From an optimization exercise on the open Yosys and OpenROAD flow, aimed at small area; shortcuts taken in it are not production practice.
Function was checked by simulation only, so behaviour that the tests miss may differ from the original.
Power is estimated from default activity; no workload was simulated.

## flow/config.mk

```make
export PLATFORM = sky130hd
export DESIGN_NAME = regfile_4r2w
export DESIGN_NICKNAME = regfile_4r2w
export VERILOG_FILES = /design/flow/design.v
export SDC_FILE = /design/flow/constraint.sdc
export NUM_CORES = 4
export LEC_CHECK = 0
export CAP_MARGIN = 20
export CELL_PAD_IN_SITES_DETAIL_PLACEMENT = 1
export CELL_PAD_IN_SITES_GLOBAL_PLACEMENT = 2
export CORE_MARGIN = 2
export CORE_UTILIZATION = 30
export SLEW_MARGIN = 20
```

## flow/constraint.sdc

```tcl
create_clock -name core_clock -period 6.0 [get_ports {clk}]
set_input_delay 1.2000 -clock core_clock [delete_from_list [all_inputs] [get_ports {clk}]]
set_output_delay 1.2000 -clock core_clock [all_outputs]
set_load 0.01 [all_outputs]
```

## flow/design.v

```verilog
package regfile_pkg;
  typedef enum logic {
    RF_INIT,
    RF_READY
  } rf_state_e;
  function automatic integer rf_aw(input integer nreg);
    rf_aw = $clog2(nreg);
  endfunction
endpackage
module regfile_init_fsm
#(
  parameter int NREG = 32
) (
  input  logic                     clk,
  input  logic                     rst,
  output logic                     busy,
  output logic                     clr_we,
  output logic [$clog2(NREG)-1:0]  clr_addr
);
  localparam int AW = regfile_pkg::rf_aw(NREG);
  regfile_pkg::rf_state_e      state_q, state_d;
  logic [AW-1:0]  cnt_q, cnt_d;
  always_comb begin
    state_d = state_q;
    cnt_d   = cnt_q;
    if (state_q == regfile_pkg::RF_INIT) begin
      if (cnt_q == AW'(NREG - 1)) state_d = regfile_pkg::RF_READY;
      else cnt_d = cnt_q + AW'(1);
    end
  end
  always_ff @(posedge clk or posedge rst) begin
    if (rst) begin
      state_q <= regfile_pkg::RF_INIT;
      cnt_q   <= '0;
    end else begin
      state_q <= state_d;
      cnt_q   <= cnt_d;
    end
  end
  assign busy     = (state_q == regfile_pkg::RF_INIT);
  assign clr_we   = busy;
  assign clr_addr = cnt_q;
endmodule
module regfile_mp
#(
  parameter int XLEN     = 32,
  parameter int NREG     = 32,
  parameter int NRD      = 2,
  parameter int NWR      = 1,
  parameter int ZERO_REG = 1
) (
  input  logic                          clk,
  input  logic                          rst,
  input  logic [NWR-1:0]                wen,
  input  logic [NWR*$clog2(NREG)-1:0]   waddr,
  input  logic [NWR*XLEN-1:0]           wdata,
  input  logic [NRD*$clog2(NREG)-1:0]   raddr,
  output logic [NRD*XLEN-1:0]           rdata,
  output logic                          init_busy
);
  localparam int AW = regfile_pkg::rf_aw(NREG);
  logic            clr_we;
  logic [AW-1:0]   clr_addr;
  logic [NWR-1:0]  wr_ok;
  logic [NREG-1:0][XLEN-1:0] mem_q;
  logic [NREG-1:0][XLEN-1:0] mem_d;
  regfile_init_fsm #(
    .NREG (NREG)
  ) u_init (
    .clk      (clk),
    .rst      (rst),
    .busy     (init_busy),
    .clr_we   (clr_we),
    .clr_addr (clr_addr)
  );
  always_comb begin
    wr_ok = '0;
    for (int i = 0; i < NWR; i++) begin
      wr_ok[i] = wen[i] && !init_busy &&
                 (ZERO_REG == 0 || waddr[i*AW +: AW] != '0);
    end
  end
  always_comb begin
    mem_d = mem_q;
    if (clr_we) begin
      mem_d[clr_addr] = '0;
    end else begin
      for (int i = 0; i < NWR; i++) begin
        if (wr_ok[i]) mem_d[waddr[i*AW +: AW]] = wdata[i*XLEN +: XLEN];
      end
    end
  end
  always_ff @(posedge clk) begin
    mem_q <= mem_d;
  end
  for (genvar j = 0; j < NRD; j++) begin : g_rd
    logic [AW-1:0]   ra;
    logic [XLEN-1:0] rd;
    assign ra = raddr[j*AW +: AW];
    always_comb begin
      rd = mem_q[ra];
      for (int i = 0; i < NWR; i++) begin
        if (wr_ok[i] && waddr[i*AW +: AW] == ra) rd = wdata[i*XLEN +: XLEN];
      end
      if (init_busy || (ZERO_REG != 0 && ra == '0)) rd = '0;
    end
    assign rdata[j*XLEN +: XLEN] = rd;
  end
endmodule
module regfile_4r2w (
  input  logic          clk,
  input  logic          rst,
  input  logic [1:0]    wen,
  input  logic [9:0]    waddr,
  input  logic [63:0]   wdata,
  input  logic [19:0]   raddr,
  output logic [127:0]  rdata,
  output logic          init_busy
);
  regfile_mp #(
    .XLEN     (32),
    .NREG     (32),
    .NRD      (4),
    .NWR      (2),
    .ZERO_REG (1)
  ) u_rf (
    .clk       (clk),
    .rst       (rst),
    .wen       (wen),
    .waddr     (waddr),
    .wdata     (wdata),
    .raddr     (raddr),
    .rdata     (rdata),
    .init_busy (init_busy)
  );
endmodule
```

## flow/run.sh

```bash
#!/bin/bash
# synth_recipe.tcl (not shown) runs the flow's synth.tcl, then flattens the netlist and writes it again
# the make line also repeats each setting of config.mk as NAME=value (left out here)
make -C /OpenROAD-flow-scripts/flow DESIGN_CONFIG=/design/flow/config.mk WORK_HOME=/design/flow/orfs CLKGATE_MAP_FILE= SYNTH_SCRIPT=/design/flow/synth_recipe.tcl finish
```

==> summary.md, run 1 <==
| Metric | Value |
|---|---|
| Outcome | timing/DRC/antenna clean |
| Count of input and output buffers | 226 |
| Fraction of power consumed by combinational cells | 33.8% |
| Final Setup Violations | 0 |
| Setup slack, reg-to-reg | 1.45 ns |
| Largest net degree at the start of global routing | 91 |
| Synthesis warning total | 2 |
| Flops & latches, synth | 1,030 |
| Area share of the leading cell type in the synthesized netlist | 24.59% |
| Pwr Density | 314.0 nW/µm² |
| Hold Crit Endpoint | u_rf.mem_q[449]$_DFF_P_ |
| Via density | 7.509 |
| Overall die width | 535.4 µm |
| Placeable core region | 281,600 µm² |
| Primary FF master, synth | sky130_fd_sc_hd__dfxtp_1 |
| Achievable frequency | 168.3 MHz |
| Start-to-end type of the worst setup path | primary input to output pin |
| Kind of path behind the tightest hold check | flop to flop |
| Endpoints failing hold | 0 |
| Final Skew | 0.06114 ns |
| Post-layout total power | 31.28 mW |
| Max_slew headroom | 14.98% |
| Antenna violations before repair | 98 |
| Number of cell rows | 195 |
| Post-Syn Nets | 9,188 |
| Count of nets left with antenna violations after detail routing | 0 |
| Clock tree from TritonCTS | built |
| Post-route core utilization | 35.38% |
| EDFF count, synth | 0 |
| Cell type of the slowest stage on the worst timing path | sky130_fd_sc_hd__clkdlybuf4s50_1 |
| Synth top cells by count | sky130_fd_sc_hd__o21ai_0 (1,610), sky130_fd_sc_hd__dfxtp_1 (1,024), sky130_fd_sc_hd__clkbuf_1 (986) |
| Vias in the first global route | 91,090 |
| Most frequent cell after synthesis | sky130_fd_sc_hd__o21ai_0 |
| Final routed wirelength across all metal layers | 620,800 µm |
| Share of synthesized registers carrying an async set or reset | 0.5825% |
| Initial standard-cell utilization of the core | 30.09% |
| Gate count of the mapped netlist | 9,082 |
| Dominant delay contributor by cell family on the critical path | buffers and inverters |
| Number of cells on the worst reg-to-reg path | 9 |
| Routed wire per std cell | 48.40 µm |
| Switching part of the total power | 37.35% |
| Height of the die | 535.4 µm |
| Final cell count without fillers | 12,830 |
| Die Area | 286,600 µm² |
| Routability-driven placement congestion ratio | 1.020 |
| Crit path buffers/inverters | 9 |
| Placed cells | 12,460 |
| Sequential element share of the synthesized area | 24.38% |
| Total leakage power | 37.22 nW |
| Clock tree root buffer cell | sky130_fd_sc_hd__clkbuf_16 |
| Number of stages on the worst hold path | 1 |
| Wire length of the first global-routing pass | 827,500 µm |
| Area of the mapped netlist | 84,710 µm² |
| Sum of overflow across all layers after global routing | 0 |
| Router iterations before antenna repair | 7 |
| Distinct cell type count of the synthesized netlist | 78 |
| # Max-Cap Violations | 0 |
| Max incr delay on CP | 0.51 ns |
| Worst reg2reg path startpoint | u_rf.u_init.state_q$_DFF_PP0_ |
| Post-route minimum period | 5.943 ns |
| Ports placed on the boundary | 227 |
| CTS clock-pin slew for the worst setup and hold paths | 0.06 ns |
| H-tree depth | 4 |
| Nets | 8,992 |
| Endpoint class of the critical path | output pin |
| Worst hold path startpoint | u_rf.mem_q[449]$_DFF_P_ |
| Biggest area consumer among synthesized cells | sky130_fd_sc_hd__mux4_2 |
| Clock latency on the worst-skew pair | 0.90 ns |
| Startpoint class of the critical path | primary input |
| Maximum number of buffers from clock root to sink | 4 |
| Max-slew violation count | 0 |
| Average size of a mapped cell | 9.328 µm² |
| Final worst-path cycle share | 99.06% |
| Required time worst endpoint | 4.80 ns |
| Leading post-synthesis cells by cell area | sky130_fd_sc_hd__mux4_2 (25%), sky130_fd_sc_hd__dfxtp_1 (24%), sky130_fd_sc_hd__o21ai_0 (9.5%), sky130_fd_sc_hd__mux2i_1 (6.4%), sky130_fd_sc_hd__o2bb2ai_1 (5.9%) |
| Most Frequent Cell on Critical Path | sky130_fd_sc_hd__buf_4 |
| Placed wire-length estimate after detailed placement | 395,700 µm |
| Area Overhead vs Synth | 17.59% |
| Worst-path maximum fanout | 13 |
| Overall global routing resource usage | 41.83% |
| CP cell instances | clkdlybuf4s50_1, inv_1, ha_1, nor3b_2, ha_1, nand3b_1, buf_4, nor4_1, buf_4, a31oi_1, buf_4, inv_1, nor2_4, buf_12, buf_12, a221o_1, clkdlybuf4s50_1 |
| Fraction of final layout cells with drive strength greater than 1 | 23.57% |
| Clock net sink count | 1,030 |
| Sequential share of power | 35.7% |
| Initial drt markers | 15,830 |
| Slew at the pin closest to its max-slew limit | 1.275 ns |
| Clock network fraction of total power | 30.6% |
| Number of buffers added by the clock tree synthesis step | 152 |
| VDD IR max | 195.0 µV |
| Post-route DRC | 0 |
| Endpoint of the lowest-slack register-to-register path | u_rf.mem_q[257]$_DFF_P_ |
| Switch Pwr | 11.68 mW |
| Internal | 19.60 mW |
| Endpoint arrival time on the critical path | 4.74 ns |
| Number of vias in the routed layout | 96,310 |
power by group through the flow:
stage / sequential [mW] / combinational [mW] / clock [mW]
CTS: 10.9 / 10.2 / 9.57
global placement: 10.9 / 10.0 / 0
global route: 11.3 / 10.8 / 9.84
finish: 11.2 / 10.6 / 9.56
detailed placement: 11.1 / 10.2 / 0
floorplan: 9.99 / 6.51 / 0
state kept, by name, indices dropped and copies added (netlist names):
name	cells
u_rf.u_init.state_q	1
u_rf.mem_q	1024
u_rf.u_init.cnt_q	5
area by class of cell:
| class | count | area, µm² |
|---|---|---|
| flip-flops and latches | 1030 | 20650 |
| multi-input cells | 6765 | 59810 |
| clock buffers | 226 | 4556 |
| repair buffers | 888 | 9066 |
| inverters | 49 | 185.2 |
| diodes | 86 | 215.2 |
| fillers | 31330 | 181900 |
| well taps | 3743 | 4683 |
| clock inverters | 39 | 439.2 |
layer usage:
layer | GRT usage [%] | up-vias | routed length (µm) | part of all wire (%)
met2 | 58.83 | 8380 | 253900 | 41
met4 | 38.05 | 34 | 66300 | 11
met1 | 50.28 | 49740 | 223000 | 36
met3 | 13.94 | 2437 | 77340 | 12
met5 | 0.2332 | - | 328 | 0.053
li1 | - | 35720 | - | -
per-stage QoR:
stage	setup slack, ns	hold slack (ns)	area (µm²)	TNS [ns]
after floorplan	0.8932	0.4697	84710	0
after detailed placement	-0.4961	0.4991	94020	-19.11
after global routing	-0.002520	0.5250	99440	-0.004405
final	0.05654	0.5082	99610	0
after CTS	-0.07307	0.5089	99110	-0.1371
after global placement	-0.6326	0.4826	93980	-23.66
worst max path at each step:
stage / start / endpoint / slack (ns) / cells past startpoint
global route: waddr[1] / rdata[10] / -0.003 / 15
global placement: waddr[0] / rdata[78] / -0.63 / 14
detailed placement: waddr[0] / rdata[113] / -0.50 / 14
CTS: waddr[6] / rdata[113] / -0.07 / 15
floorplan: waddr[0] / rdata[18] / 0.89 / 15
finish: waddr[6] / rdata[4] / 0.06 / 17
cells in the final DEF (no fill, tap or decap), drive strengths merged, types with 96 or more instances in the layout:
cell and n:
clkbuf 229, o2bb2ai 574, nand2 400, o21bai 96
mux4 925, dfxtp 1024, clkdlybuf4s50 133, a21oi 903
a21o 326, buf 702, o221ai 97, o21ai 1659
a22oi 202, mux2i 542
what timing repair did:
action	4_1_cts	5_1_grt
hold buffers	0	0
cloned	1	2
resized for setup	5	63
buffers inserted	6	2
setup endpoints to repair	86	65
pin swaps	2	5
cell families after synthesis:
logic type	share of synthesized area, %
fa+ha+maj	0.1182
compound gates	31.66
mux	31.95
xor+xnor	0.4756
buf+inv	5.994
flops	24.38
simple gates	5.424
==> run 2: changes to the inputs <==
--- a/flow/design.v
+++ b/flow/design.v
@@ -66,2 +66,3 @@
   logic [NREG-1:0][XLEN-1:0] mem_d;
+  logic [NREG-1:0][XLEN-1:0] mem_s;    
   regfile_init_fsm #(
@@ -85,3 +86,3 @@
     if (clr_we) begin
-      mem_d[clr_addr] = '0;
+      mem_d = '0;
     end else begin
@@ -93,3 +94,7 @@
   always_ff @(posedge clk) begin
-    mem_q <= mem_d;
+    mem_s <= mem_d;
+  end
+  always_comb begin
+    mem_q = mem_s;
+    if (ZERO_REG != 0) mem_q[0] = '0;
   end
--- a/flow/config.mk
+++ b/flow/config.mk
@@ -12,2 +12,3 @@
 export CORE_UTILIZATION = 30
+export SETUP_SLACK_MARGIN = 0.03
 export SLEW_MARGIN = 20
==> summary.md, run 2 <==
| Metric | Value |
|---|---|
| Count of input and output buffers | 226 |
| Overall global routing resource usage | 36.85% |
| EDFF count, synth | 0 |
| Startpoint class of the critical path | primary input |
| Setup repair after global routing missed its margin | false |
| Wire length of the first global-routing pass | 684,200 µm |
| Fraction of final layout cells with drive strength greater than 1 | 22.88% |
| Worst reg2reg path startpoint | u_rf.u_init.state_q$_DFF_PP0_ |
| Post-route minimum period | 6.066 ns |
| Initial drt markers | 10,070 |
| Initial standard-cell utilization of the core | 30.09% |
| Endpoint of the lowest-slack register-to-register path | u_rf.mem_s[882]$_SDFF_PN0_ |
| Endpoint class of the critical path | output pin |
| Routability-driven placement congestion ratio | 0.9771 |
| Endpoints failing hold | 0 |
| Pwr Density | 328.3 nW/µm² |
| # Max-Cap Violations | 1 |
| Clock latency on the worst-skew pair | 0.83 ns |
| Vias in the first global route | 79,830 |
| Most frequent cell after synthesis | sky130_fd_sc_hd__nand2_1 |
| Height of the die | 513.7 µm |
| Fraction of power consumed by combinational cells | 36.5% |
| Synth top cells by count | sky130_fd_sc_hd__nand2_1 (1,406), sky130_fd_sc_hd__o21ai_0 (1,124), sky130_fd_sc_hd__dfxtp_1 (992) |
| Area share of the leading cell type in the synthesized netlist | 25.48% |
| Final Setup Violations | 7 |
| CTS clock-pin slew for the worst setup and hold paths | 0.05 ns |
| Biggest area consumer among synthesized cells | sky130_fd_sc_hd__dfxtp_1 |
| Number of stages on the worst hold path | 1 |
| Antenna violations before repair | 52 |
| Flops & latches, synth | 998 |
| Switching part of the total power | 38.04% |
| Number of vias in the routed layout | 82,440 |
| Setup ws final | -0.06638 ns |
| Primary FF master, synth | sky130_fd_sc_hd__dfxtp_1 |
| Average size of a mapped cell | 8.787 µm² |
| Slew at the pin closest to its max-slew limit | 1.522 ns |
| Checks failing in the layout checks | max-capacitance violations, max-slew violations, negative setup slack |
| Ports placed on the boundary | 227 |
| Sequential element share of the synthesized area | 25.67% |
| Largest net degree at the start of global routing | 220 |
| Distinct cell type count of the synthesized netlist | 66 |
| Number of buffers added by the clock tree synthesis step | 139 |
| Required time worst endpoint | 4.80 ns |
| Worst hold path startpoint | u_rf.u_init.cnt_q[3]$_DFFE_PP0P_ |
| Area fraction in compound gates after synthesis | 21.98% |
| Sum of overflow across all layers after global routing | 0 |
| Number of cells on the worst reg-to-reg path | 6 |
| Start-to-end type of the worst setup path | primary input to output pin |
| Fraction of synthesized cell area in xor and xnor cells | 0.4720% |
| Dominant combinational cell family by area after synthesis | multiplexers |
| Final cell count without fillers | 12,310 |
| Switch Pwr | 11.51 mW |
| Internal | 18.76 mW |
| Area Overhead vs Synth | 18.33% |
| Total leakage power | 36.79 nW |
| Clock net sink count | 998 |
| Setup slack, reg-to-reg | 1.70 ns |
| Nets | 8,893 |
| Final Skew | 0.03318 ns |
| Number of cell rows | 187 |
| Post-Syn Nets | 8,973 |
| Count of nets left with antenna violations after detail routing | 0 |
| Multiplexer share of the synthesized area | 35.30% |
| Router iterations before antenna repair | 9 |
| H-tree depth | 4 |
| Hold Crit Endpoint | u_rf.u_init.cnt_q[3]$_DFFE_PP0P_ |
| Final worst-path cycle share | 101.1% |
| Routed wire per std cell | 41.06 µm |
| Kind of path behind the tightest hold check | flop to flop |
| Clock network fraction of total power | 27.8% |
| Placed wire-length estimate after detailed placement | 325,300 µm |
| Leading post-synthesis cells by cell area | sky130_fd_sc_hd__dfxtp_1 (25%), sky130_fd_sc_hd__mux4_2 (21%), sky130_fd_sc_hd__mux2i_1 (12%), sky130_fd_sc_hd__o21ai_0 (7.2%), sky130_fd_sc_hd__nand2_1 (6.8%) |
| Maximum number of buffers from clock root to sink | 3 |
| Max-slew violation count | 4 |
| Hold_buf cts | 0 |
| Outcome | finished with violations |
| Final routed wirelength across all metal layers | 505,400 µm |
| Clock tree root buffer cell | sky130_fd_sc_hd__clkbuf_16 |
| Placed cells | 12,030 |
| VDD IR max | 331.8 µV |
| Via density | 6.699 |
| Largest registers | u_rf.mem_s (992), u_rf.u_init.cnt_q (5), u_rf.u_init.state_q (1) |
| Fraction of the mapped netlist area in simple logic gates | 10.31% |
| Placeable core region | 259,000 µm² |
| Overall die width | 513.7 µm |
| Sequential share of power | 35.7% |
| Gate count of the mapped netlist | 8,869 |
| Clock tree from TritonCTS | built |
| Post-Synth Adder-Cell Area | 0.09633% |
| Area of the mapped netlist | 77,930 µm² |
| Most frequent standard cell in the layout excluding fill and tap cells | sky130_fd_sc_hd__nand2_1 |
| Share of synthesized registers carrying an async set or reset | 0.6012% |
| Post-route core utilization | 35.60% |
| Endpoint arrival time on the critical path | 4.87 ns |
| Post-route DRC | 0 |
| Flip-flop count of the largest register, all copies and words added | 992 |
| Reg with most FFs | u_rf.mem_s |
| Highest-count cells in the layout ignoring fill and taps | sky130_fd_sc_hd__nand2_1 (1,352), sky130_fd_sc_hd__o21ai_0 (1,114), sky130_fd_sc_hd__dfxtp_1 (992) |
| Achievable frequency | 164.8 MHz |
| Max_slew headroom | -2.571% |
| Synthesis warning total | 2 |
| Die Area | 263,900 µm² |
| Worst-path maximum fanout | 28 |
==> run 2: cell types whose count changed in the layout (fill, tap and decap cells not counted), moves of 67 or more <==
cell,change
sky130_fd_sc_hd__o2bb2ai_1,-574
sky130_fd_sc_hd__a21o_1,-301
sky130_fd_sc_hd__o21ai_0,-496
sky130_fd_sc_hd__mux4_2,-209
sky130_fd_sc_hd__nor2_1,+108
sky130_fd_sc_hd__mux2i_1,+393
sky130_fd_sc_hd__nand2_1,+956
sky130_fd_sc_hd__o21bai_1,-96
sky130_fd_sc_hd__diode_2,-67
sky130_fd_sc_hd__a31oi_1,+544
sky130_fd_sc_hd__a21oi_1,-385
sky130_fd_sc_hd__mux2_2,+109
==> run 2: how the worst max path moves through the flow <==
stage	startpoint	endpoint	slack, ns	cells after the start
floorplan	waddr[5]	rdata[12]	0.81	12
global placement	waddr[6]	rdata[25]	-0.67	14
detailed placement	waddr[6]	rdata[25]	-0.60	14
CTS	waddr[6]	rdata[33]	0.01	16
global route	waddr[5]	rdata[120]	0.02	16
finish	raddr[17]	rdata[106]	-0.07	9
==> run 2: timing repair <==
item | in CTS | in global routing
gates resized for setup | 49 | 16
buffers inserted | 5 | 8
pin swaps | 7 | 14
cloned | 0 | 3
endpoints found under the setup margin | 51 | 91
==> run 2: routing by layer <==
layer  global-route usage [%]  vias up  routed length (µm)
li1                         -    33530                   -
met1                    46.81    42730              200100
met2                    56.61     4824              224000
met3                    9.449     1336               48220
met4                    20.90       26               32820
met5                        0        -                 184
==> run 2: stage by stage <==
step                hold slack (ns)  worst slack, ns  instance area (µm²)  TNS [ns]  power (mW)
floorplan                    0.4381           0.8147                77930         0       16.75
global placement             0.4521          -0.6666                87370    -10.28       21.17
detailed placement           0.4658          -0.6008                87370    -7.209       21.52
CTS                          0.4739          0.01026                91970         0       29.94
global route                 0.4930          0.01714                92170         0       31.34
finish                       0.4741         -0.06638                92220   -0.4040       30.27
==> run 2: power by group through the flow <==
stage | sequential, mW | clock, mW | combinational, mW
detailed placement | 10.8 | 0 | 10.7
global placement | 10.6 | 0 | 10.5
global route | 11.1 | 8.74 | 11.5
finish | 10.8 | 8.43 | 11.0
CTS | 10.7 | 8.48 | 10.8
floorplan | 9.99 | 0 | 6.75
==> run 2: worst max-delay path, cell delays in order <==
cell                              delay, ns
sky130_fd_sc_hd__buf_8                 0.20
sky130_fd_sc_hd__nor2_4                0.62
sky130_fd_sc_hd__nand3_1               0.15
sky130_fd_sc_hd__o21ai_0               1.18
sky130_fd_sc_hd__nor2b_4               0.42
sky130_fd_sc_hd__o21ai_0               0.20
sky130_fd_sc_hd__o21ai_1               0.09
sky130_fd_sc_hd__buf_4                 0.15
sky130_fd_sc_hd__clkdlybuf4s50_1       0.48
==> run 2: layout make-up <==
cell class | instances | area (µm²)
Fill cell | 29120 | 166800
Tap cell | 3402 | 4257
Multi-Input combinational cell | 6699 | 54030
Clock buffer | 206 | 4088
Clock inverter | 32 | 279.0
Sequential cell | 998 | 20010
Antenna cell | 19 | 47.55
Timing Repair Buffer | 933 | 9438
Inverter | 18 | 67.56
==> run 2: kinds of logic (layout without fill, tap and decap cells) <==
group                    after synthesis  count (layout)
AND/OR/NAND/NOR                     1933            1934
other                                  0              19
XOR/XNOR                              42              42
adder cells (fa/ha/maj)                6               6
multiplexers                        1831            1831
AO/OA/AOI/OAI                       2886            2886
flip-flops                           998             998
buffers and inverters               1173            1189
==> run 3: changes to the inputs <==
--- a/flow/config.mk
+++ b/flow/config.mk
@@ -7,3 +7,3 @@
 export LEC_CHECK = 0
-export CAP_MARGIN = 20
+export CAP_MARGIN = 40
 export CELL_PAD_IN_SITES_DETAIL_PLACEMENT = 1
@@ -12,3 +12,3 @@
 export CORE_UTILIZATION = 30
-export SETUP_SLACK_MARGIN = 0.03
-export SLEW_MARGIN = 20
+export SETUP_SLACK_MARGIN = 0.3
+export SLEW_MARGIN = 40
==> summary.md, run 3 <==
| Metric | Value |
|---|---|
| Post-Syn Nets | 8,973 |
| Kind of path behind the tightest hold check | flop to flop |
| Start-to-end type of the worst setup path | primary input to output pin |
| Area Overhead vs Synth | 19.31% |
| Met3 Routed Length | 46,540 µm |
| Final Skew | 0.03086 ns |
| Routability-driven placement congestion ratio | 0.9771 |
| Router iterations before antenna repair | 8 |
| Average size of a mapped cell | 8.787 µm² |
| Pwr Density | 327.0 nW/µm² |
| Most Frequent Cell on Critical Path | sky130_fd_sc_hd__buf_4 |
| Synthesis warning total | 2 |
| Maximum number of buffers from clock root to sink | 3 |
| Max-slew violation count | 0 |
| Vias in the first global route | 80,150 |
| Number of cell rows | 187 |
| Worst-path maximum fanout | 18 |
| Setup repair after global routing missed its margin | true |
| Post-route minimum period | 5.772 ns |
| Max_slew headroom | 35.25% |
| Endpoint class of the critical path | output pin |
| Most frequent standard cell in the layout excluding fill and tap cells | sky130_fd_sc_hd__nand2_1 |
| Final Setup Violations | 0 |
| CTS clock-pin slew for the worst setup and hold paths | 0.05 ns |
| Number of stages on the worst hold path | 1 |
| Most frequent cell after synthesis | sky130_fd_sc_hd__nand2_1 |
| Worst reg2reg path startpoint | u_rf.u_init.state_q$_DFF_PP0_ |
| Post-layout total power | 30.41 mW |
| Via density | 6.677 |
| Required time worst endpoint | 4.80 ns |
| Wire length of the first global-routing pass | 687,000 µm |
| Distinct cell type count of the synthesized netlist | 66 |
| Clock net sink count | 998 |
| EDFF count, synth | 0 |
| Hold Crit Endpoint | u_rf.u_init.cnt_q[3]$_DFFE_PP0P_ |
| Slew at the pin closest to its max-slew limit | 0.9712 ns |
| Overall die width | 513.7 µm |
| Endpoints failing hold | 0 |
| Achievable frequency | 173.2 MHz |
| Ports placed on the boundary | 227 |
| Startpoint class of the critical path | primary input |
| Height of the die | 513.7 µm |
| Final routed wirelength across all metal layers | 507,300 µm |
| Wire length on met1 | 201,300 µm |
| Count of input and output buffers | 226 |
| Post-route DRC | 0 |
| Antenna violations before repair | 45 |
| H-tree depth | 4 |
| Clock tree root buffer cell | sky130_fd_sc_hd__clkbuf_16 |
| Leading post-synthesis cells by cell area | sky130_fd_sc_hd__dfxtp_1 (25%), sky130_fd_sc_hd__mux4_2 (21%), sky130_fd_sc_hd__mux2i_1 (12%), sky130_fd_sc_hd__o21ai_0 (7.2%), sky130_fd_sc_hd__nand2_1 (6.8%) |
| Biggest area consumer among synthesized cells | sky130_fd_sc_hd__dfxtp_1 |
| Sequential element share of the synthesized area | 25.67% |
| Setup slack, reg-to-reg | 1.71 ns |
| Flip-flop count of the largest register, all copies and words added | 992 |
| Primary FF master, synth | sky130_fd_sc_hd__dfxtp_1 |
| Placeable core region | 259,000 µm² |
| CP startpoint | waddr[0] |
| Routed wire per std cell | 41.11 µm |
| Flops & latches, synth | 998 |
| Clock tree from TritonCTS | built |
| Share of synthesized registers carrying an async set or reset | 0.6012% |
| Area share of the leading cell type in the synthesized netlist | 25.48% |
| Initial standard-cell utilization of the core | 30.09% |
| Initial drt markers | 10,200 |
| Number of cells on the worst reg-to-reg path | 6 |
| Cell type of the slowest stage on the worst timing path | sky130_fd_sc_hd__clkdlybuf4s50_1 |
| Count of nets left with antenna violations after detail routing | 0 |
| Final worst-path cycle share | 96.20% |
| Clock latency on the worst-skew pair | 0.85 ns |
| VDD IR max | 299.8 µV |
| Placed wire-length estimate after detailed placement | 326,000 µm |
| Number of buffers added by the clock tree synthesis step | 140 |
| Endpoint of the lowest-slack register-to-register path | u_rf.mem_s[882]$_SDFF_PN0_ |
| Highest routing layer actually used | met5 |
| Area of the mapped netlist | 77,930 µm² |
| Largest net degree at the start of global routing | 193 |
| Highest-count cells in the layout ignoring fill and taps | sky130_fd_sc_hd__nand2_1 (1,351), sky130_fd_sc_hd__o21ai_0 (1,104), sky130_fd_sc_hd__dfxtp_1 (992) |
| Fraction of final layout cells with drive strength greater than 1 | 23.53% |
| Worst hold path startpoint | u_rf.u_init.cnt_q[3]$_DFFE_PP0P_ |
| Endpoint arrival time on the critical path | 4.57 ns |
| Metal2 WL | 224,100 µm |
| Outcome | timing/DRC/antenna clean |
| Total leakage power | 37.77 nW |
| Number of vias in the routed layout | 82,400 |
| Sum of overflow across all layers after global routing | 0 |
| Nets | 8,923 |
| Die Area | 263,900 µm² |
| Max incr delay on CP | 0.53 ns |
| Overall global routing resource usage | 37.03% |
| # Max-Cap Violations | 0 |
| Reg with most FFs | u_rf.mem_s |
| Synth top cells by count | sky130_fd_sc_hd__nand2_1 (1,406), sky130_fd_sc_hd__o21ai_0 (1,124), sky130_fd_sc_hd__dfxtp_1 (992) |
| CP cell instances | clkdlybuf4s50_1, inv_1, ha_1, nand2b_1, nor2_1, ha_2, buf_4, and3b_2, nand2_1, nor4_4, buf_4, buf_8, nor3_1, o21ai_0, buf_4, clkdlybuf4s50_1 |
| Gate count of the mapped netlist | 8,869 |
| Final cell count without fillers | 12,340 |
| Placed cells | 12,040 |
| Largest registers | u_rf.mem_s (992), u_rf.u_init.cnt_q (5), u_rf.u_init.state_q (1) |
[run 3: how the worst max path moves through the flow]
stage / slack (ns) / cells after the start / endpoint
after floorplan: 0.81 / 12 / rdata[12]
after global placement: -0.67 / 14 / rdata[25]
after detailed placement: -0.24 / 15 / rdata[126]
after CTS: 0.17 / 18 / rdata[33]
after global routing: 0.11 / 15 / rdata[102]
final: 0.23 / 16 / rdata[102]
[run 3: cells by family (layout without fill, tap and decap cells)]
| group | count (synthesis) | in the layout | share of synthesized area, % |
|---|---|---|---|
| AO/OA/AOI/OAI | 2886 | 2886 | 21.98 |
| AND/OR/NAND/NOR | 1933 | 1933 | 10.31 |
| XOR/XNOR | 42 | 42 | 0.4720 |
| flip-flops | 998 | 998 | 25.67 |
| multiplexers | 1831 | 1831 | 35.30 |
| other | 0 | 17 | 0 |
| adder cells (fa/ha/maj) | 6 | 6 | 0.09633 |
| buffers and inverters | 1173 | 1226 | 6.171 |
[run 3: stage by stage]
stage	hold slack, ns	worst slack, ns	cell area [µm²]	utilization, %	setup TNS, ns
floorplan	0.4381	0.8147	77930	-	0
global placement	0.4521	-0.6666	87370	33.73	-10.28
detailed placement	0.4654	-0.2383	87520	33.79	-3.135
CTS	0.4720	0.1671	92470	35.70	0
global route	0.4879	0.1067	92940	35.88	0
finish	0.4699	0.2279	92980	35.90	0
[run 3: final cells by class]
cell class              instances  area [µm²]
flip-flops and latches        998       20010
multi-input cells            6698       54140
clock buffers                 218        4160
inverters                      18       67.56
clock inverters                27       325.3
repair buffers                963        9976
fillers                     29000      166000
well taps                    3402        4257
diodes                         17       42.54
[run 3: layer usage]
layer  up-vias  track usage, %
met2      4683           56.92
met5         -               0
li1      33620               -
met3      1412           9.179
met1     42640           46.87
met4        36           21.91
[run 3: worst max-delay path: cells and delay by family]
| kind | cells | cell delay (ns) |
|---|---|---|
| buffers and inverters | 7 | 1.73 |
| and+or+nand+nor | 6 | 1.02 |
| adders and majority gates | 2 | 0.41 |
| AOI/OAI and AO/OA | 1 | 0.16 |
[run 3: what timing repair did]
action,in CTS,in global routing
gates cloned,2,4
hold buffers,0,0
pin swaps,15,32
endpoints found under the setup margin,128,96
resized for setup,115,101
setup buffers,20,12
[run 3: report_power, final]
group	total (mW)	internal, mW	switching (mW)	leakage [nW]
sequential	10.8	8.47	2.34	8.33
clock	8.59	4.89	3.69	2.20
combinational	11.0	5.42	5.59	27.2
total	30.4	18.8	11.6	37.8
==> run 4: changes to the inputs <==
--- a/flow/config.mk
+++ b/flow/config.mk
@@ -11,3 +11,3 @@
 export CORE_MARGIN = 2
-export CORE_UTILIZATION = 30
+export CORE_UTILIZATION = 25
 export SETUP_SLACK_MARGIN = 0.3
==> summary.md, run 4 <==
| Metric | Value |
|---|---|
| Outcome | timing/DRC/antenna clean |
| Initial drt markers | 9,974 |
| Number of stages on the worst hold path | 1 |
| Final cell count without fillers | 13,030 |
| Height of the die | 562.3 µm |
| Clock tree from TritonCTS | built |
| Overall global routing resource usage | 31.05% |
| Fraction of final layout cells with drive strength greater than 1 | 22.89% |
| Number of cell rows | 205 |
| Share of synthesized registers carrying an async set or reset | 0.6012% |
| Final-layout worst hold slack | 0.4824 ns |
| Initial standard-cell utilization of the core | 25.05% |
| Endpoint arrival time on the critical path | 4.61 ns |
| EDFF count, synth | 0 |
| Leading post-synthesis cells by cell area | sky130_fd_sc_hd__dfxtp_1 (25%), sky130_fd_sc_hd__mux4_2 (21%), sky130_fd_sc_hd__mux2i_1 (12%), sky130_fd_sc_hd__o21ai_0 (7.2%), sky130_fd_sc_hd__nand2_1 (6.8%) |
| Largest net degree at the start of global routing | 192 |
| Fill cells | 35,370 |
| Slew at the pin closest to its max-slew limit | 0.9891 ns |
| Sum Neg Setup Slack | 0 ns |
| Area Overhead vs Synth | 19.25% |
| Area share of the leading cell type in the synthesized netlist | 25.48% |
| Synth top cells by count | sky130_fd_sc_hd__nand2_1 (1,406), sky130_fd_sc_hd__o21ai_0 (1,124), sky130_fd_sc_hd__dfxtp_1 (992) |
| # Max-Cap Violations | 0 |
| Pwr Density | 327.1 nW/µm² |
| Most frequent standard cell in the layout excluding fill and tap cells | sky130_fd_sc_hd__nand2_1 |
| Clock latency on the worst-skew pair | 0.87 ns |
| Average size of a mapped cell | 8.787 µm² |
| Max_slew headroom | 33.85% |
| Post-route DRC | 0 |
| Synthesis warning total | 2 |
| Worst hold path startpoint | u_rf.u_init.cnt_q[3]$_DFFE_PP0P_ |
| Number of cells on the worst reg-to-reg path | 6 |
| Reg with most FFs | u_rf.mem_s |
| Number of vias in the routed layout | 82,790 |
| Distinct cell type count of the synthesized netlist | 66 |
| Post-route core utilization | 29.87% |
| Worst reg2reg path startpoint | u_rf.u_init.state_q$_DFF_PP0_ |
| Placed cells | 12,730 |
| Hold Crit Endpoint | u_rf.u_init.cnt_q[3]$_DFFE_PP0P_ |
| Max-slew violation count | 0 |
| Startpoint class of the critical path | primary input |
| Number of buffers added by the clock tree synthesis step | 141 |
| Routability-driven placement congestion ratio | 0.9638 |
| Router iterations before antenna repair | 6 |
| Nets | 8,870 |
| Worst-case setup slack after placement | 0.01880 ns |
| Flip-flop count of the largest register, all copies and words added | 992 |
| Kind of path behind the tightest hold check | flop to flop |
| Gate count of the mapped netlist | 8,869 |
| Endpoints failing hold | 0 |
| Overall die width | 562.3 µm |
| Most frequent cell after synthesis | sky130_fd_sc_hd__nand2_1 |
| Final Setup Violations | 0 |
| Endpoint class of the critical path | output pin |
| Count of input and output buffers | 226 |
| Worst-path maximum fanout | 12 |
| Biggest area consumer among synthesized cells | sky130_fd_sc_hd__dfxtp_1 |
| Post-Syn Nets | 8,973 |
| H-tree depth | 4 |
| Maximum number of buffers from clock root to sink | 4 |
| Ports placed on the boundary | 227 |
| Clock net sink count | 998 |
| Placed wire-length estimate after detailed placement | 333,300 µm |
| Final routed wirelength across all metal layers | 511,400 µm |
| Routed wire per std cell | 39.25 µm |
| Setup ws final | 0.1897 ns |
| Count of nets left with antenna violations after detail routing | 0 |
| Final worst-path cycle share | 96.84% |
| Placeable core region | 311,100 µm² |
| Highest-count cells in the layout ignoring fill and taps | sky130_fd_sc_hd__nand2_1 (1,353), sky130_fd_sc_hd__o21ai_0 (1,109), sky130_fd_sc_hd__dfxtp_1 (992) |
| Final Skew | 0.03131 ns |
| VDD IR max | 228.7 µV |
| Die Area | 316,200 µm² |
| Flops & latches, synth | 998 |
| Wire length of the first global-routing pass | 692,200 µm |
| Antenna violations before repair | 77 |
| Area of the mapped netlist | 77,930 µm² |
| Largest registers | u_rf.mem_s (992), u_rf.u_init.cnt_q (5), u_rf.u_init.state_q (1) |
| Setup slack, reg-to-reg | 1.92 ns |
| Sequential element share of the synthesized area | 25.67% |
| Endpoint of the lowest-slack register-to-register path | u_rf.mem_s[526]$_SDFF_PN0_ |
| Setup repair after global routing missed its margin | true |
| Primary FF master, synth | sky130_fd_sc_hd__dfxtp_1 |
| Achievable frequency | 172.1 MHz |
| Required time worst endpoint | 4.80 ns |
| Clock tree root buffer cell | sky130_fd_sc_hd__clkbuf_16 |
| Post-route minimum period | 5.810 ns |
| Sum of overflow across all layers after global routing | 0 |
| CTS clock-pin slew for the worst setup and hold paths | 0.06 ns |
| Vias in the first global route | 80,420 |
| Total leakage power | 37.39 nW |
| Start-to-end type of the worst setup path | primary input to output pin |
| Via density | 6.354 |
## run 4: cell counts after synthesis
Identical to the previous run, type by type.
## run 4: power breakdown
part           switching, mW  total, mW  leakage, nW  internal [mW]
combinational           5.64       11.0         26.9           5.34
clock                   3.59       8.59         2.17           5.00
sequential              2.36       10.8         8.33           8.47
## run 4: critical path, stage by stage
cell and delay (ns):
sky130_fd_sc_hd__clkdlybuf4s50_1 0.48, sky130_fd_sc_hd__inv_1 0.07, sky130_fd_sc_hd__ha_1 0.21, sky130_fd_sc_hd__nor3b_2 0.16, sky130_fd_sc_hd__ha_2 0.19, sky130_fd_sc_hd__nand3b_1 0.27
sky130_fd_sc_hd__buf_6 0.21, sky130_fd_sc_hd__nor4_2 0.28, sky130_fd_sc_hd__nand3_2 0.17, sky130_fd_sc_hd__nor2_4 0.20, sky130_fd_sc_hd__buf_12 0.20, sky130_fd_sc_hd__nand2_1 0.06
sky130_fd_sc_hd__o21ai_0 0.11, sky130_fd_sc_hd__buf_4 0.22, sky130_fd_sc_hd__clkdlybuf4s50_1 0.57
## run 4: worst max-delay path by stage
stage	startpoint	end	slack, ns	depth (start not counted)
floorplan	waddr[5]	rdata[12]	0.81	12
global placement	waddr[5]	rdata[8]	-0.08	14
detailed placement	waddr[5]	rdata[3]	0.02	14
CTS	waddr[5]	rdata[34]	0.18	15
global route	waddr[6]	rdata[36]	0.07	15
finish	waddr[5]	rdata[36]	0.19	15
## run 4: routing by layer
layer	GRT usage (%)	vias up	part of all wire [%]
li1	-	33490	-
met1	38.36	42990	39
met2	48.70	4855	45
met3	7.466	1418	8.8
met4	19.11	38	7.2
met5	0	-	0.048
## run 4: logic make-up (layout without fill, tap and decap cells)
logic type                 count (synthesis)  count (layout)  share of synthesized area (%)
AOI/OAI and AO/OA                       2886            2886                          21.98
xor gates and xnor gates                  42              42                         0.4720
adders and majority gates                  6               6                        0.09633
buffers and inverters                   1173            1160                          6.171
DFF                                      998             998                          25.67
muxes                                   1831            1831                          35.30
other                                      0              33                              0
and+or+nand+nor                         1933            1933                          10.31
## run 4: cell type report
class | count | area [µm²] | share of cell area [%]
Multi-Input combinational cell | 6698 | 54040 | 58.15
Sequential cell | 998 | 20010 | 21.53
Timing Repair Buffer | 909 | 9128 | 9.821
Tap cell | 4140 | 5180 | 5.574
Clock buffer | 204 | 4080 | 4.390
Clock inverter | 29 | 340.3 | 0.3662
Antenna cell | 33 | 82.58 | 0.08886
Inverter | 18 | 67.56 | 0.07270
## run 4: repair_timing
action                     CTS  global route
setup buffers               14            14
setup endpoints to repair   69            94
resized for setup           67            99
pin swaps                   15            15
hold buffers                 0             0
gates cloned                 2             3
## run 4: through the flow
step	area, µm²	power [mW]
floorplan	77930	16.75
global placement	87570	21.19
detailed placement	87720	21.58
CTS	92350	30.11
global route	92860	31.42
finish	92940	30.40
==> run 5: changes to the inputs <==
--- a/flow/config.mk
+++ b/flow/config.mk
@@ -7,3 +7,3 @@
 export LEC_CHECK = 0
-export CAP_MARGIN = 40
+export CAP_MARGIN = 30
 export CELL_PAD_IN_SITES_DETAIL_PLACEMENT = 1
@@ -11,4 +11,4 @@
 export CORE_MARGIN = 2
-export CORE_UTILIZATION = 25
-export SETUP_SLACK_MARGIN = 0.3
-export SLEW_MARGIN = 40
+export CORE_UTILIZATION = 30
+export SETUP_SLACK_MARGIN = 0.2
+export SLEW_MARGIN = 30
==> summary.md, run 5 <==
| Metric | Value |
|---|---|
| Outcome | timing/DRC/antenna clean |
| Maximum number of buffers from clock root to sink | 3 |
| Total leakage power | 37.66 nW |
| Largest net degree at the start of global routing | 220 |
| Setup ws final | 0.1443 ns |
| Via density | 6.719 |
| Gate count of the mapped netlist | 8,869 |
| Placed wire-length estimate after detailed placement | 325,100 µm |
| Sequential element share of the synthesized area | 25.67% |
| Clock tree root buffer cell | sky130_fd_sc_hd__clkbuf_16 |
| Kind of path behind the tightest hold check | flop to flop |
| Setup repair after global routing missed its margin | true |
| Fraction of final layout cells with drive strength greater than 1 | 23.29% |
| Switch Pwr | 11.61 mW |
| Post-route core utilization | 35.88% |
| Final Setup Violations | 0 |
| Biggest area consumer among synthesized cells | sky130_fd_sc_hd__dfxtp_1 |
| Achievable frequency | 170.8 MHz |
| Area Overhead vs Synth | 19.25% |
| Endpoint arrival time on the critical path | 4.66 ns |
| Switching part of the total power | 37.75% |
| Final Skew | 0.02761 ns |
| Start-to-end type of the worst setup path | primary input to output pin |
| Number of cell rows | 187 |
| Number of buffers added by the clock tree synthesis step | 140 |
| Largest registers | u_rf.mem_s (992), u_rf.u_init.cnt_q (5), u_rf.u_init.state_q (1) |
| Average size of a mapped cell | 8.787 µm² |
| Pwr Density | 331.0 nW/µm² |
| Slew at the pin closest to its max-slew limit | 1.226 ns |
| Distinct cell type count of the synthesized netlist | 66 |
| Reg with most FFs | u_rf.mem_s |
| Initial drt markers | 10,060 |
| Number of stages on the worst hold path | 1 |
| Overall die width | 513.7 µm |
| Endpoint class of the critical path | output pin |
| Nets | 8,912 |
| Area share of the leading cell type in the synthesized netlist | 25.48% |
| # Max-Cap Violations | 0 |
| Final routed wirelength across all metal layers | 506,600 µm |
| Cell type of the slowest stage on the worst timing path | sky130_fd_sc_hd__or4_4 |
| Overall global routing resource usage | 36.98% |
| Fraction of power consumed by combinational cells | 35.9% |
| Worst-case setup slack after placement | -0.2444 ns |
| Required time worst endpoint | 4.80 ns |
| Number of vias in the routed layout | 82,860 |
| Ports placed on the boundary | 227 |
| Clock tree from TritonCTS | built |
| Flops & latches, synth | 998 |
| Wire length of the first global-routing pass | 686,700 µm |
| Post-route minimum period | 5.856 ns |
| Worst-path maximum fanout | 11 |
| Routed wire per std cell | 41.08 µm |
| Number of cells on the worst reg-to-reg path | 6 |
| Most frequent standard cell in the layout excluding fill and tap cells | sky130_fd_sc_hd__nand2_1 |
| Count of nets left with antenna violations after detail routing | 0 |
| Post-Syn Nets | 8,973 |
| Placed cells | 12,040 |
| Highest-count cells in the layout ignoring fill and taps | sky130_fd_sc_hd__nand2_1 (1,352), sky130_fd_sc_hd__o21ai_0 (1,102), sky130_fd_sc_hd__dfxtp_1 (992) |
| Final instance area | 92,930 µm² |
| Synth top cells by count | sky130_fd_sc_hd__nand2_1 (1,406), sky130_fd_sc_hd__o21ai_0 (1,124), sky130_fd_sc_hd__dfxtp_1 (992) |
| Synthesis warning total | 2 |
| Router iterations before antenna repair | 6 |
| Leading post-synthesis cells by cell area | sky130_fd_sc_hd__dfxtp_1 (25%), sky130_fd_sc_hd__mux4_2 (21%), sky130_fd_sc_hd__mux2i_1 (12%), sky130_fd_sc_hd__o21ai_0 (7.2%), sky130_fd_sc_hd__nand2_1 (6.8%) |
| Primary FF master, synth | sky130_fd_sc_hd__dfxtp_1 |
| Endpoints failing hold | 0 |
| Clock net sink count | 998 |
| Post-route DRC | 0 |
| Vias in the first global route | 80,130 |
| Clock latency on the worst-skew pair | 0.84 ns |
| Sequential share of power | 35.2% |
| Share of synthesized registers carrying an async set or reset | 0.6012% |
| Max incr delay on CP | 0.56 ns |
| CP cell instances | clkdlybuf4s50_1, inv_1, ha_1, nor3b_1, ha_1, nand3b_1, buf_4, or4_4, buf_4, o21bai_4, buf_4, clkbuf_16, a211oi_1, a21o_1, dlygate4sd2_1 |
| CTS clock-pin slew for the worst setup and hold paths | 0.05 ns |
| EDFF count, synth | 0 |
| Flip-flop count of the largest register, all copies and words added | 992 |
| Initial standard-cell utilization of the core | 30.09% |
| Clock network fraction of total power | 29.0% |
| Final cell count without fillers | 12,330 |
| H-tree depth | 4 |
| Count of input and output buffers | 226 |
| Final-layout worst hold slack | 0.4720 ns |
| Max_slew headroom | 17.25% |
| Height of the die | 513.7 µm |
| Die Area | 263,900 µm² |
| Placeable core region | 259,000 µm² |
| Startpoint class of the critical path | primary input |
| Hold_buf cts | 0 |
| Sum of overflow across all layers after global routing | 0 |
| Most frequent cell after synthesis | sky130_fd_sc_hd__nand2_1 |
| Internal | 19.15 mW |
| VDD IR max | 341.5 µV |
| Max-slew violation count | 0 |
| Most Frequent Cell on Critical Path | sky130_fd_sc_hd__buf_4 |
| Post-place instance area | 87,410 µm² |
| Final worst-path cycle share | 97.59% |
| Area of the mapped netlist | 77,930 µm² |
| Routability-driven placement congestion ratio | 0.9771 |
| Antenna violations before repair | 47 |
==> run 5: final timing paths <==
check                           slack (ns)                                to                        startpoint
worst max-delay path                  0.14                         rdata[66]                          waddr[5]
worst min-delay path                  0.47  u_rf.u_init.cnt_q[3]$_DFFE_PP0P_  u_rf.u_init.cnt_q[3]$_DFFE_PP0P_
worst max register to register        1.74        u_rf.mem_s[882]$_SDFF_PN0_     u_rf.u_init.state_q$_DFF_PP0_
worst min register to register        0.47  u_rf.u_init.cnt_q[3]$_DFFE_PP0P_  u_rf.u_init.cnt_q[3]$_DFFE_PP0P_
max in group asynchronous             5.16     u_rf.u_init.state_q$_DFF_PP0_                               rst
min in group asynchronous             0.61     u_rf.u_init.state_q$_DFF_PP0_                               rst
==> run 5: power groups by stage <==
stage	Clock, mW	Combinational, mW	Sequential [mW]
2_1_floorplan	0	6.75	9.99
3_3_place_gp	0	10.5	10.6
3_5_place_dp	0	10.7	10.8
4_1_cts	8.99	10.8	10.7
5_1_grt	9.24	11.5	11.1
6_report	8.92	11.0	10.8
==> run 5: through the flow <==
stage / setup TNS [ns] / power, mW
floorplan: 0 / 16.75
global placement: -10.28 / 21.17
detailed placement: -2.880 / 21.52
CTS: 0 / 30.44
global route: 0 / 31.82
finish: 0 / 30.76
==> run 5: layout make-up <==
type | count | area, µm²
fillers | 29070 | 166100
multi-input cells | 6699 | 54070
flip-flops and latches | 998 | 20010
repair buffers | 951 | 9764
well taps | 3402 | 4257
clock buffers | 214 | 4217
clock inverters | 33 | 505.5
inverters | 18 | 67.56
diodes | 17 | 42.54
==> run 5: cells by family after synthesis <==
logic type      synth area share, %
xor+xnor                     0.4720
flops                         25.67
compound gates                21.98
mux                           35.30
buf+inv                       6.171
fa+ha+maj                   0.09633
simple gates                  10.31
==> run 5: what timing repair did <==
item / CTS / global route
pin swaps: 19 / 9
gates cloned: 1 / 2
resized for setup: 82 / 75
endpoints found under the setup margin: 123 / 98
buffers inserted: 13 / 15
==> run 5: worst max-delay path: cells and delay by family <==
kind / cells / cell delay, ns
AND/OR/NAND/NOR: 3 / 0.92
adder cells (fa/ha/maj): 2 / 0.38
AO/OA/AOI/OAI: 3 / 0.51
buffers and inverters: 7 / 1.62
==> run 5: metal layers <==
| layer | up-vias | track usage, % | share of wire (%) |
|---|---|---|---|
| met5 | - | 0 | 0.034 |
| met4 | 26 | 22.01 | 6.8 |
| li1 | 33560 | - | - |
| met2 | 4805 | 56.40 | 44 |
| met1 | 43050 | 47.07 | 40 |
| met3 | 1410 | 9.235 | 9.5 |

==> static timing again, ports no longer ideal <==
In the flow no input, the clock included, has a driving cell. The finished layouts below were timed again as built, in two steps.
Step 1 (the two cells are an assumption about what drives the block):
set clk [get_ports {clk}]
set_driving_cell -lib_cell sky130_fd_sc_hd__clkbuf_16 $clk
set_driving_cell -lib_cell sky130_fd_sc_hd__buf_2 [delete_from_list [all_inputs] $clk]
Step 2 adds t to the input delays and takes it off the output delays; t is the mean of the earliest and latest rising clock arrival at the registers after step 1. Input paths then give back, and output paths get back, about the clock's delay inside the block.
a / b / c = ideal ports / drivers / drivers and shift; a / b = the first two.
| run | shift t [ns] | setup slack, ns | worst hold slack (ns) |
|---|---|---|---|
| run 1 | 0.974 | 0.057 / -0.126 / -0.126 | 0.508 / 0.508 / 0.508 |
| run 2 | 0.925 | -0.066 / -0.112 / -0.112 | 0.474 / 0.474 / 0.474 |
| run 3 | 0.930 | 0.228 / 0.198 / 0.198 | 0.470 / 0.470 / 0.470 |
| run 4 | 0.938 | 0.190 / 0.137 / 0.137 | 0.482 / 0.482 / 0.482 |
| run 5 | 0.920 | 0.144 / 0.120 / 0.120 | 0.472 / 0.472 / 0.472 |
With both steps, setup timing fails in run 1, where it was met with ideal ports. The setup slack of run 1, which loses most, moves by -0.183 ns with the drivers and by -0.183 ns with both steps.
